What follows belongs to an exercise in optimizing a design on an open flow for small area and few clock cycles per item; a production flow would make more cautious choices. The RTL was checked by simulation tests, not by an equivalence proof against the original design. Power and IR drop assume default switching activity.

### flow/config.mk
export PLATFORM = sky130hd
export DESIGN_NAME = lsq_top
export DESIGN_NICKNAME = lsq_top
export VERILOG_FILES = /design/flow/design.v
export SDC_FILE = /design/flow/constraint.sdc
export NUM_CORES = 4
export LEC_CHECK = 0
export CAP_MARGIN = 20
export CORE_MARGIN = 2
export CORE_UTILIZATION = 40
export SLEW_MARGIN = 20
### flow/constraint.sdc
create_clock -name core_clock -period 10.0 [get_ports {clk}]
set_input_delay 2.0000 -clock core_clock [delete_from_list [all_inputs] [get_ports {clk}]]
set_output_delay 2.0000 -clock core_clock [all_outputs]
set_load 0.01 [all_outputs]
### flow/design.v
`default_nettype none
package lsq_pkg;
	localparam int DATA_W = 32;
	localparam int ADDR_W = 32;
	localparam int TAG_W = 4;  
	localparam int IMM_W = 12;
	localparam int SLOT_W = 3;
	localparam int MAX_SLOTS = 1 << SLOT_W;
endpackage
`default_nettype wire
`timescale 1ns/1ps
`default_nettype none
module lsq_addr_queue #(
	parameter int AQ_DEPTH = 8
) (
	input  logic clk,
	input  logic rst_n,
	input  logic i_push,
	input  logic [lsq_pkg::SLOT_W-1:0] i_push_slot,
	input  logic i_push_is_store,
	input  logic [lsq_pkg::IMM_W-1:0] i_push_imm,
	input  logic [lsq_pkg::TAG_W-1:0] i_push_base_tag,
	input  logic [lsq_pkg::DATA_W-1:0] i_push_base_value,
	output logic o_aq_ready,
	input  logic i_cdb_valid,
	input  logic [lsq_pkg::TAG_W-1:0] i_cdb_tag,
	input  logic [lsq_pkg::DATA_W-1:0] i_cdb_data,
	output logic o_wb_valid,
	output logic o_wb_is_store,
	output logic [lsq_pkg::SLOT_W-1:0] o_wb_slot,
	output logic [lsq_pkg::ADDR_W-1:0] o_wb_addr
);
	localparam int SLOT_W = lsq_pkg::SLOT_W;
	localparam int IMM_W = lsq_pkg::IMM_W;
	localparam int TAG_W = lsq_pkg::TAG_W;
	localparam int DATA_W = lsq_pkg::DATA_W;
	localparam int ADDR_W = lsq_pkg::ADDR_W;
	localparam int PTR_W = $clog2(AQ_DEPTH);
	localparam int CNT_W = $clog2(AQ_DEPTH + 1);
	logic [AQ_DEPTH-1:0][SLOT_W-1:0] aq_slot;
	logic [AQ_DEPTH-1:0] aq_is_store;
	logic [AQ_DEPTH-1:0][IMM_W-1:0] aq_imm;
	logic [AQ_DEPTH-1:0][TAG_W-1:0] aq_btag;
	logic [AQ_DEPTH-1:0][DATA_W-1:0] aq_bval;
	logic [TAG_W-1:0] push_btag;
	logic [DATA_W-1:0] push_bval;
	logic [SLOT_W-1:0] head_slot;
	logic head_is_store;
	logic [IMM_W-1:0] head_imm;
	logic [TAG_W-1:0] head_btag;
	logic [DATA_W-1:0] head_bval;
	logic [PTR_W-1:0] head;
	logic [PTR_W-1:0] tail;
	logic [CNT_W-1:0] count;
	logic [ADDR_W-1:0] imm_ext;
	logic pop;
	function automatic logic [PTR_W-1:0] ptr_inc(input logic [PTR_W-1:0] p);
		ptr_inc = (p == PTR_W'(AQ_DEPTH - 1)) ? '0 : p + 1'b1;
	endfunction
	always_comb begin
		if (i_cdb_valid && i_cdb_tag == i_push_base_tag) begin
			push_btag = '0;
			push_bval = i_cdb_data;
		end else begin
			push_btag = i_push_base_tag;
			push_bval = i_push_base_value;
		end
		head_slot = aq_slot[head];
		head_is_store = aq_is_store[head];
		head_imm = aq_imm[head];
		head_btag = aq_btag[head];
		head_bval = aq_bval[head];
		imm_ext = {{(ADDR_W - IMM_W){head_imm[IMM_W-1]}}, head_imm};
		pop = (count != '0) && (head_btag == '0);  
		o_aq_ready = (count != CNT_W'(AQ_DEPTH));
	end
	always_ff @(posedge clk or negedge rst_n) begin
		if (!rst_n) begin
			head <= '0;
			tail <= '0;
			count <= '0;
		end else begin
			if (i_push)
				tail <= ptr_inc(tail);
			if (pop)
				head <= ptr_inc(head);
			count <= count + CNT_W'(i_push) - CNT_W'(pop);
		end
	end
	always_ff @(posedge clk) begin
		for (int i = 0; i < AQ_DEPTH; i++) begin
			if (i_push && tail == PTR_W'(i)) begin
				aq_slot[i] <= i_push_slot;
				aq_is_store[i] <= i_push_is_store;
				aq_imm[i] <= i_push_imm;
				aq_btag[i] <= push_btag;
				aq_bval[i] <= push_bval;
			end else if (i_cdb_valid && i_cdb_tag == aq_btag[i]) begin
				aq_btag[i] <= '0;
				aq_bval[i] <= i_cdb_data;
			end
		end
	end
	always_ff @(posedge clk or negedge rst_n) begin
		if (!rst_n) begin
			o_wb_valid <= 1'b0;
			o_wb_is_store <= 1'b0;
			o_wb_slot <= '0;
			o_wb_addr <= '0;
		end else begin
			o_wb_valid <= pop;
			if (pop) begin
				o_wb_is_store <= head_is_store;
				o_wb_slot <= head_slot;
				o_wb_addr <= ADDR_W'(head_bval) + imm_ext;
			end
		end
	end
endmodule
`default_nettype wire
`timescale 1ns/1ps
`default_nettype none
module lsq_entry_table #(
	parameter int NUM_LOAD = 4,
	parameter int NUM_STORE = 4
) (
	input  logic clk,
	input  logic rst_n,
	input  logic i_iq_valid,
	output logic o_iq_ready,
	input  logic [lsq_pkg::TAG_W-1:0] i_iq_tag,
	input  logic i_iq_is_store,
	input  logic [lsq_pkg::TAG_W-1:0] i_iq_data_tag,
	input  logic [lsq_pkg::DATA_W-1:0] i_iq_data_value,
	output logic o_push,
	output logic [lsq_pkg::SLOT_W-1:0] o_push_slot,
	input  logic i_aq_ready,
	input  logic i_cdb_valid,
	input  logic [lsq_pkg::TAG_W-1:0] i_cdb_tag,
	input  logic [lsq_pkg::DATA_W-1:0] i_cdb_data,
	input  logic i_wb_valid,
	input  logic i_wb_is_store,
	input  logic [lsq_pkg::SLOT_W-1:0] i_wb_slot,
	input  logic [lsq_pkg::ADDR_W-1:0] i_wb_addr,
	output logic [NUM_LOAD-1:0] o_load_ready,
	output logic [NUM_STORE-1:0] o_store_ready,
	output logic [NUM_LOAD-1:0][lsq_pkg::TAG_W-1:0] o_load_tag,
	output logic [NUM_LOAD-1:0][lsq_pkg::ADDR_W-1:0] o_load_addr,
	output logic [NUM_STORE-1:0][lsq_pkg::TAG_W-1:0] o_store_tag,
	output logic [NUM_STORE-1:0][lsq_pkg::ADDR_W-1:0] o_store_addr,
	output logic [NUM_STORE-1:0][lsq_pkg::DATA_W-1:0] o_store_wdata,
	input  logic [NUM_LOAD-1:0] i_load_issue,
	input  logic [NUM_STORE-1:0] i_store_issue
);
	localparam int SLOT_W = lsq_pkg::SLOT_W;
	localparam int MAX_SLOTS = lsq_pkg::MAX_SLOTS;
	localparam int TAG_W = lsq_pkg::TAG_W;
	localparam int DATA_W = lsq_pkg::DATA_W;
	localparam int ADDR_W = lsq_pkg::ADDR_W;
	logic [NUM_LOAD-1:0] ld_valid;
	logic [NUM_LOAD-1:0] ld_addr_valid;
	logic [NUM_LOAD-1:0][TAG_W-1:0] ld_tag;
	logic [NUM_LOAD-1:0][ADDR_W-1:0] ld_addr;
	logic [NUM_LOAD-1:0][NUM_STORE-1:0] ld_st_dep;  
	logic [NUM_STORE-1:0] st_valid;
	logic [NUM_STORE-1:0] st_addr_valid;
	logic [NUM_STORE-1:0][TAG_W-1:0] st_tag;
	logic [NUM_STORE-1:0][ADDR_W-1:0] st_addr;
	logic [NUM_STORE-1:0][TAG_W-1:0] st_dtag;
	logic [NUM_STORE-1:0][DATA_W-1:0] st_dval;
	logic [NUM_STORE-1:0][NUM_LOAD-1:0] st_ld_dep;
	logic [NUM_STORE-1:0][NUM_STORE-1:0] st_st_dep;
	logic [NUM_LOAD-1:0] ld_free, ld_alloc, ld_wb, ld_match;
	logic [NUM_STORE-1:0] st_free, st_alloc, st_wb, st_match;
	logic [SLOT_W:0] ld_pick;  
	logic [SLOT_W:0] st_pick;
	logic accept;
	function automatic logic [SLOT_W:0] first_set(input logic [MAX_SLOTS-1:0] vec);
		logic [SLOT_W:0] res;
		res = '0;
		for (int k = MAX_SLOTS - 1; k >= 0; k--) begin
			if (vec[k])
				res = {1'b1, SLOT_W'(k)};
		end
		first_set = res;
	endfunction
	always_comb begin
		ld_free = ~ld_valid;
		st_free = ~st_valid;
		ld_pick = first_set(MAX_SLOTS'(ld_free));
		st_pick = first_set(MAX_SLOTS'(st_free));
		o_iq_ready = i_aq_ready & (i_iq_is_store ? st_pick[SLOT_W] : ld_pick[SLOT_W]);
		accept = i_iq_valid & o_iq_ready;
		o_push = accept;
		o_push_slot = i_iq_is_store ? st_pick[SLOT_W-1:0] : ld_pick[SLOT_W-1:0];
		for (int i = 0; i < NUM_LOAD; i++)
			ld_alloc[i] = accept & !i_iq_is_store & (ld_pick[SLOT_W-1:0] == SLOT_W'(i));
		for (int i = 0; i < NUM_STORE; i++)
			st_alloc[i] = accept & i_iq_is_store & (st_pick[SLOT_W-1:0] == SLOT_W'(i));
	end
	always_comb begin
		for (int i = 0; i < NUM_LOAD; i++) begin
			ld_wb[i] = i_wb_valid & !i_wb_is_store & (i_wb_slot == SLOT_W'(i));
			ld_match[i] = ld_addr_valid[i] & !i_load_issue[i] & (ld_addr[i] == i_wb_addr);
		end
		for (int i = 0; i < NUM_STORE; i++) begin
			st_wb[i] = i_wb_valid & i_wb_is_store & (i_wb_slot == SLOT_W'(i));
			st_match[i] = st_addr_valid[i] & !i_store_issue[i] & (st_addr[i] == i_wb_addr);
		end
	end
	always_comb begin
		for (int i = 0; i < NUM_LOAD; i++) begin
			o_load_ready[i] = ld_valid[i] & ld_addr_valid[i] & (ld_st_dep[i] == '0);
			o_load_tag[i] = ld_tag[i];
			o_load_addr[i] = ld_addr[i];
		end
		for (int i = 0; i < NUM_STORE; i++) begin
			o_store_ready[i] = st_valid[i] & st_addr_valid[i] & (st_ld_dep[i] == '0)
				& (st_st_dep[i] == '0) & (st_dtag[i] == '0);
			o_store_tag[i] = st_tag[i];
			o_store_addr[i] = st_addr[i];
			o_store_wdata[i] = st_dval[i];
		end
	end
	always_ff @(posedge clk or negedge rst_n) begin
		if (!rst_n) begin
			ld_valid <= '0;
			ld_addr_valid <= '0;
			st_valid <= '0;
			st_addr_valid <= '0;
			ld_st_dep <= '0;
			st_ld_dep <= '0;
			st_st_dep <= '0;
		end else begin
			for (int i = 0; i < NUM_LOAD; i++) begin
				if (ld_alloc[i])
					ld_valid[i] <= 1'b1;
				else if (i_load_issue[i])
					ld_valid[i] <= 1'b0;
				if (ld_wb[i])
					ld_addr_valid[i] <= 1'b1;
				else if (i_load_issue[i])
					ld_addr_valid[i] <= 1'b0;
				ld_st_dep[i] <= ld_wb[i] ? st_match : (ld_st_dep[i] & ~i_store_issue);
			end
			for (int i = 0; i < NUM_STORE; i++) begin
				if (st_alloc[i])
					st_valid[i] <= 1'b1;
				else if (i_store_issue[i])
					st_valid[i] <= 1'b0;
				if (st_wb[i])
					st_addr_valid[i] <= 1'b1;
				else if (i_store_issue[i])
					st_addr_valid[i] <= 1'b0;
				st_ld_dep[i] <= st_wb[i] ? ld_match : (st_ld_dep[i] & ~i_load_issue);
				st_st_dep[i] <= st_wb[i] ? st_match : (st_st_dep[i] & ~i_store_issue);
			end
		end
	end
	always_ff @(posedge clk) begin
		for (int i = 0; i < NUM_LOAD; i++) begin
			if (ld_alloc[i])
				ld_tag[i] <= i_iq_tag;
			if (ld_wb[i])
				ld_addr[i] <= i_wb_addr;
		end
		for (int i = 0; i < NUM_STORE; i++) begin
			if (st_alloc[i]) begin
				st_tag[i] <= i_iq_tag;
				if (i_cdb_valid && i_cdb_tag == i_iq_data_tag) begin
					st_dtag[i] <= '0;
					st_dval[i] <= i_cdb_data;
				end else begin
					st_dtag[i] <= i_iq_data_tag;
					st_dval[i] <= i_iq_data_value;
				end
			end else if (i_cdb_valid && i_cdb_tag == st_dtag[i]) begin
				st_dtag[i] <= '0;
				st_dval[i] <= i_cdb_data;
			end
			if (st_wb[i])
				st_addr[i] <= i_wb_addr;
		end
	end
endmodule
`default_nettype wire
`timescale 1ns/1ps
`default_nettype none
module lsq_issue_select #(
	parameter int NUM_LOAD = 4,
	parameter int NUM_STORE = 4
) (
	input  logic clk,
	input  logic rst_n,
	input  logic [NUM_LOAD-1:0] i_load_ready,
	input  logic [NUM_STORE-1:0] i_store_ready,
	input  logic [NUM_LOAD-1:0][lsq_pkg::TAG_W-1:0] i_load_tag,
	input  logic [NUM_LOAD-1:0][lsq_pkg::ADDR_W-1:0] i_load_addr,
	input  logic [NUM_STORE-1:0][lsq_pkg::TAG_W-1:0] i_store_tag,
	input  logic [NUM_STORE-1:0][lsq_pkg::ADDR_W-1:0] i_store_addr,
	input  logic [NUM_STORE-1:0][lsq_pkg::DATA_W-1:0] i_store_wdata,
	output logic o_mu_valid,
	input  logic i_mu_ready,
	output logic [lsq_pkg::TAG_W-1:0] o_mu_tag,
	output logic o_mu_is_store,
	output logic [lsq_pkg::ADDR_W-1:0] o_mu_addr,
	output logic [lsq_pkg::DATA_W-1:0] o_mu_wdata,
	output logic [NUM_LOAD-1:0] o_load_issue,
	output logic [NUM_STORE-1:0] o_store_issue
);
	localparam int SLOT_W = lsq_pkg::SLOT_W;
	localparam int MAX_SLOTS = lsq_pkg::MAX_SLOTS;
	logic [SLOT_W-1:0] ld_ptr;
	logic [SLOT_W-1:0] st_ptr;
	logic [MAX_SLOTS-1:0] ld_rdy_w;
	logic [MAX_SLOTS-1:0] st_rdy_w;
	logic [SLOT_W:0] ld_pick;  
	logic [SLOT_W:0] st_pick;
	logic ld_go;
	logic st_go;
	function automatic logic [SLOT_W:0] rr_pick(input logic [MAX_SLOTS-1:0] rdy,
			input logic [SLOT_W-1:0] ptr, input int n);
		logic found;
		logic [SLOT_W-1:0] idx;
		int j;
		found = 1'b0;
		idx = '0;
		for (int k = 0; k < MAX_SLOTS; k++) begin
			if (k < n) begin
				j = int'(ptr) + k;
				if (j >= n)
					j = j - n;
				if (!found && rdy[j]) begin
					found = 1'b1;
					idx = SLOT_W'(j);
				end
			end
		end
		rr_pick = {found, idx};
	endfunction
	function automatic logic [SLOT_W-1:0] ptr_next(input logic [SLOT_W-1:0] p, input int n);
		ptr_next = (p == SLOT_W'(n - 1)) ? '0 : p + 1'b1;
	endfunction
	always_comb begin
		ld_rdy_w = MAX_SLOTS'(i_load_ready);
		st_rdy_w = MAX_SLOTS'(i_store_ready);
		ld_pick = rr_pick(ld_rdy_w, ld_ptr, NUM_LOAD);
		st_pick = rr_pick(st_rdy_w, st_ptr, NUM_STORE);
		o_mu_valid = ld_pick[SLOT_W] | st_pick[SLOT_W];
		ld_go = ld_pick[SLOT_W] & i_mu_ready;  
		st_go = !ld_pick[SLOT_W] & st_pick[SLOT_W] & i_mu_ready;
		if (ld_pick[SLOT_W]) begin
			o_mu_tag = i_load_tag[ld_pick[SLOT_W-1:0]];
			o_mu_is_store = 1'b0;
			o_mu_addr = i_load_addr[ld_pick[SLOT_W-1:0]];
			o_mu_wdata = '0;
		end else begin
			o_mu_tag = i_store_tag[st_pick[SLOT_W-1:0]];
			o_mu_is_store = 1'b1;
			o_mu_addr = i_store_addr[st_pick[SLOT_W-1:0]];
			o_mu_wdata = i_store_wdata[st_pick[SLOT_W-1:0]];
		end
		o_load_issue = ld_go ? (NUM_LOAD'(1) << ld_pick[SLOT_W-1:0]) : '0;
		o_store_issue = st_go ? (NUM_STORE'(1) << st_pick[SLOT_W-1:0]) : '0;
	end
	always_ff @(posedge clk or negedge rst_n) begin
		if (!rst_n) begin
			ld_ptr <= '0;
			st_ptr <= '0;
		end else begin
			if (ld_go)
				ld_ptr <= ptr_next(ld_pick[SLOT_W-1:0], NUM_LOAD);
			if (st_go)
				st_ptr <= ptr_next(st_pick[SLOT_W-1:0], NUM_STORE);
		end
	end
endmodule
`default_nettype wire
`timescale 1ns/1ps
`default_nettype none
module lsq_top #(
	parameter int NUM_LOAD = 4,
	parameter int NUM_STORE = 4,
	parameter int AQ_DEPTH = 8
) (
	input  logic clk,
	input  logic rst_n,
	input  logic i_iq_valid,
	output logic o_iq_ready,
	input  logic [3:0] i_iq_tag,
	input  logic i_iq_is_store,
	input  logic [3:0] i_iq_base_tag,
	input  logic [31:0] i_iq_base_value,
	input  logic [3:0] i_iq_data_tag,
	input  logic [31:0] i_iq_data_value,
	input  logic [11:0] i_iq_imm,
	input  logic i_cdb_valid,
	input  logic [3:0] i_cdb_tag,
	input  logic [31:0] i_cdb_data,
	output logic o_mu_valid,
	input  logic i_mu_ready,
	output logic [3:0] o_mu_tag,
	output logic o_mu_is_store,
	output logic [31:0] o_mu_addr,
	output logic [31:0] o_mu_wdata
);
	localparam int SLOT_W = lsq_pkg::SLOT_W;
	localparam int TAG_W = lsq_pkg::TAG_W;
	localparam int DATA_W = lsq_pkg::DATA_W;
	localparam int ADDR_W = lsq_pkg::ADDR_W;
	logic push;
	logic [SLOT_W-1:0] push_slot;
	logic aq_ready;
	logic wb_valid;
	logic wb_is_store;
	logic [SLOT_W-1:0] wb_slot;
	logic [ADDR_W-1:0] wb_addr;
	logic [NUM_LOAD-1:0] load_ready;
	logic [NUM_LOAD-1:0] load_issue;
	logic [NUM_STORE-1:0] store_ready;
	logic [NUM_STORE-1:0] store_issue;
	logic [NUM_LOAD-1:0][TAG_W-1:0] load_tag;
	logic [NUM_LOAD-1:0][ADDR_W-1:0] load_addr;
	logic [NUM_STORE-1:0][TAG_W-1:0] store_tag;
	logic [NUM_STORE-1:0][ADDR_W-1:0] store_addr;
	logic [NUM_STORE-1:0][DATA_W-1:0] store_wdata;
	lsq_entry_table #(
		.NUM_LOAD(NUM_LOAD),
		.NUM_STORE(NUM_STORE)
	) u_table (
		.clk(clk),
		.rst_n(rst_n),
		.i_iq_valid(i_iq_valid),
		.o_iq_ready(o_iq_ready),
		.i_iq_tag(i_iq_tag),
		.i_iq_is_store(i_iq_is_store),
		.i_iq_data_tag(i_iq_data_tag),
		.i_iq_data_value(i_iq_data_value),
		.o_push(push),
		.o_push_slot(push_slot),
		.i_aq_ready(aq_ready),
		.i_cdb_valid(i_cdb_valid),
		.i_cdb_tag(i_cdb_tag),
		.i_cdb_data(i_cdb_data),
		.i_wb_valid(wb_valid),
		.i_wb_is_store(wb_is_store),
		.i_wb_slot(wb_slot),
		.i_wb_addr(wb_addr),
		.o_load_ready(load_ready),
		.o_store_ready(store_ready),
		.o_load_tag(load_tag),
		.o_load_addr(load_addr),
		.o_store_tag(store_tag),
		.o_store_addr(store_addr),
		.o_store_wdata(store_wdata),
		.i_load_issue(load_issue),
		.i_store_issue(store_issue)
	);
	lsq_addr_queue #(
		.AQ_DEPTH(AQ_DEPTH)
	) u_addr_queue (
		.clk(clk),
		.rst_n(rst_n),
		.i_push(push),
		.i_push_slot(push_slot),
		.i_push_is_store(i_iq_is_store),
		.i_push_imm(i_iq_imm),
		.i_push_base_tag(i_iq_base_tag),
		.i_push_base_value(i_iq_base_value),
		.o_aq_ready(aq_ready),
		.i_cdb_valid(i_cdb_valid),
		.i_cdb_tag(i_cdb_tag),
		.i_cdb_data(i_cdb_data),
		.o_wb_valid(wb_valid),
		.o_wb_is_store(wb_is_store),
		.o_wb_slot(wb_slot),
		.o_wb_addr(wb_addr)
	);
	lsq_issue_select #(
		.NUM_LOAD(NUM_LOAD),
		.NUM_STORE(NUM_STORE)
	) u_select (
		.clk(clk),
		.rst_n(rst_n),
		.i_load_ready(load_ready),
		.i_store_ready(store_ready),
		.i_load_tag(load_tag),
		.i_load_addr(load_addr),
		.i_store_tag(store_tag),
		.i_store_addr(store_addr),
		.i_store_wdata(store_wdata),
		.o_mu_valid(o_mu_valid),
		.i_mu_ready(i_mu_ready),
		.o_mu_tag(o_mu_tag),
		.o_mu_is_store(o_mu_is_store),
		.o_mu_addr(o_mu_addr),
		.o_mu_wdata(o_mu_wdata),
		.o_load_issue(load_issue),
		.o_store_issue(store_issue)
	);
endmodule
`default_nettype wire
### flow/run.sh
#!/bin/bash
# synth_recipe.tcl (not shown) runs the flow's synth.tcl, then flattens the netlist and writes it again
# the make line also repeats each setting of config.mk as NAME=value (left out here)
make -C /OpenROAD-flow-scripts/flow DESIGN_CONFIG=/design/flow/config.mk WORK_HOME=/design/flow/orfs CLKGATE_MAP_FILE= SYNTH_SCRIPT=/design/flow/synth_recipe.tcl finish
==> qor.yml <==
synth.area.top_cells: "edfxtp_1 53%, mux2_2 9.4%, dfrtp_1 6.1%, xnor2_1 5.3%, mux4_2 4.5%"
hold-path-endpoint: "u_addr_queue.o_wb_addr[15]"
rows: 126
core-area_um2: 118000
skew_ns: 0.0302
dp_hpwl_um: 86700
arrival_ns: 5.38
swShare_pct: 40.6
drtIter0Drc: 2365
p_sw_mw: 7.85
rr_endpoint: "u_addr_queue.o_wb_addr[30]"
slew_headroom_pct: 27.9
insertion_delay_ns: 0.69
antenna_found_initial: 18
fp.dieW_um: 349
power.density_nw_per_um2: 356
dieArea_um2: 122000
fin_crit_ns: 7.38
leakage_nw: 18.1
place_area_um2: 51100
drv_cap: 0
cts-buffers-inserted: 104
drc: 0
hold_viol: 0
start_kind: "register"
design_area_um2: 54300
p_total_mw: 19.3
final_nets: 3634
path_class: "reg -> out"
synth_top_cell_area_share_pct: 53.0
grt_pass1_wl_um: 197000
wirelength_um: 134000
synth_area_um2: 47600
fp.dieH_um: 349
ys_seq_area_share_pct: 59.1
vias: 28444
worstHoldPathType: "reg -> reg"
ios: 201
ctsHtreeMaxLevel: 3
peakVddDrop_mv: 0.275
place.gp.congestion: 0.922
fmax_ghz: 0.135
synthCells: 3300
cts.sinks: 956
overflow: 0
grt_pass1_vias: 28626
drive_above_1_share_pct: 23.3
cts_hold_buffers: 0
syn_avg_cell_area_um2: 14.4
viasPerCell: 5.62
cts_root_buffer: "clkbuf_16"
cts_resized: 0
clk_pin_slew_ns: 0.06
r2r_start: "u_addr_queue.head[0]"
synth.largest_area_cell: "edfxtp_1"
synth_flop_cell: "edfxtp_1"
ant_nets: 0
tightest_slew_ns: 1.07
io_buffers: 200
async_flop_share_pct: 12.1
pwr-share-clk_pct: 19.3
synth_fp_nets: 3487
grt_max_degree: 74
internal_power_mw: 11.5
drv_slew: 0
clock_path_buffers: 3
synth_edf_count: 840
synth_warnings: 3
post_cts_buffers: 0
outcome: "finished clean"
fin_crit_sh_pct: 73.8
mostFrequentLayoutCell: "edfxtp_1"
pwr-share-comb_pct: 50.7
crit_path_max_fanout: 64
hold_start: "u_addr_queue.o_wb_addr[15]"
first_pass_iters: 5
area_growth_pct: 14.2
synth_cell_types: 82
min_path_cells: 2
finalSetupViolations: 0
rsz0062_at_grt: "no"
layout_common_cells: "840 x edfxtp_1, 396 x mux2_2, 287 x xnor2_1"
tns_ns: 0
grt_use_total_pct: 21.8
reg2reg_depth: 16
cp_data_required_time_ns: 8.00
rrSetupSlack_ns: 4.26
endpoint_kind: "primary output"
routedWlPerCell_um: 26.5
pwr-share-seq_pct: 30.0
initial_core_util_pct: 40.3
ys_ff_latch: 956
cts_tree: "built"
layer usage:
metal / share of wire [%] / global-route usage [%]
met1: 43 / 29.1
met2: 49 / 36.5
met3: 5.4 / 3.79
met4: 2.9 / 6.35
met5: 0.13 / 0
cell usage after synthesis (all sizes together) (8+ instances only):
cell type,number
a21o,22
xor2,51
inv,54
nor4,39
o22ai,39
clkbuf,136
ha,55
nor2,97
o31ai,8
a221oi,37
a211oi,40
o41ai,10
mux2i,13
nand2,236
o21ai,103
a311oi,32
o211ai,8
nand4,76
nand3,71
nor3,18
nand2b,13
mux4,96
xnor2,288
buf,92
dfrtp,116
mux2,537
edfxtp,840
a21oi,68
and2,41
state kept, by name, summed over array words and instances (netlist names), 8 cells and up:
register	count
u_table.st_st_dep	16
u_addr_queue.aq_bval	256
u_addr_queue.o_wb_addr	32
u_table.st_tag	16
u_table.ld_addr	128
u_addr_queue.aq_slot	16
u_table.ld_st_dep	16
u_addr_queue.aq_is_store	8
u_table.st_ld_dep	16
u_table.st_dtag	16
u_addr_queue.aq_imm	96
u_table.st_dval	128
u_table.ld_tag	16
u_addr_queue.aq_btag	32
u_table.st_addr	128
cells by family (layout without fill, tap and decap cells):
logic type	Yosys count	after routing	synth area share, %
flip-flops	956	956	59.1
multiplexers	646	646	17.6
AND/OR/NAND/NOR	622	622	6.38
AO/OA/AOI/OAI	398	398	6.36
XOR/XNOR	339	339	6.25
buffers and inverters	282	508	2.82
adder cells (fa/ha/maj)	57	57	1.53
other	0	1	0
worst max path at each step:
stage	cells after the start	from	slack, ns	to
4_1_cts	12	u_table.st_ld_dep[1]	2.65	o_mu_addr[25]
2_1_floorplan	5	i_cdb_tag[1]	2.83	u_addr_queue.aq_btag[10]
3_3_place_gp	13	u_select.ld_ptr[0]	3.51	o_mu_addr[30]
5_1_grt	12	u_table.st_dtag[9]	2.36	o_mu_addr[25]
3_5_place_dp	12	u_table.st_ld_dep[1]	3.40	o_mu_addr[25]
6_report	12	u_table.st_ld_dep[1]	2.62	o_mu_addr[29]
metrics by stage:
step / utilization [%] / hold slack [ns] / cells / worst slack (ns)
finish: 46.0 / 0.484 / 5063 / 2.62
global route: 46.0 / 0.505 / 5063 / 2.36
CTS: 46.0 / 0.491 / 5062 / 2.65
detailed placement: 43.3 / 0.479 / 4877 / 3.40
global placement: 43.3 / 0.465 / 4877 / 3.51
floorplan: - / 0.461 / 3300 / 2.83
power groups by stage:
stage	clock network [mW]	logic, mW	registers (mW)
2_1_floorplan	0	6.48	5.60
3_3_place_gp	0	9.83	5.87
3_5_place_dp	0	9.82	5.89
4_1_cts	3.80	9.88	5.81
5_1_grt	3.96	10.5	5.89
6_report	3.73	9.80	5.81
critical path: stages, from the launching register on:
cell and delay [ns]:
dfrtp_1 0.38, nor4_1 0.60, nand4b_1 0.36, mux2i_1 0.29, a22o_1 0.19, o22ai_2 0.10, xnor2_2 0.20, nor2_8 0.38
buf_4 0.76, mux2_1 0.28, o22ai_1 0.09, a21oi_1 0.40, clkdlybuf4s50_1 0.62
final cells by class:
cell class | count | area (µm²)
sequential | 956 | 28100
clock inverter | 56 | 465
clock buffer | 129 | 2780
multi-input combinational | 2062 | 18300
fill | 10334 | 63700
antenna | 1 | 2.50
tap | 1536 | 1920
timing repair buffer | 269 | 2520
inverter | 54 | 208
Testbench counts, summed over its fixed seeds: cycles 7,954, ops 4,800.

[port drivers added, routing unchanged]
Ports are ideal in the flow. The routed layout listed here was re-timed in OpenROAD. Step 1 assumes that a clkbuf_16 drives the clock port and a buf_2 every other input. Step 2 also shifts input and output timing later by t, the mid clock arrival at the registers, as if the neighbouring blocks saw the same clock. Three values: ideal, step 1, step 2; two values: the first two.
shift t [ns]: 0.746
slack for setup (ns): 2.618 / 2.542 / 3.288
latest minus earliest clock arrival (ns): 0.033 / 0.033
After both steps this run still meets setup and hold. The setup slack of this run moves by -0.076 ns with the drivers and by +0.670 ns with both steps.
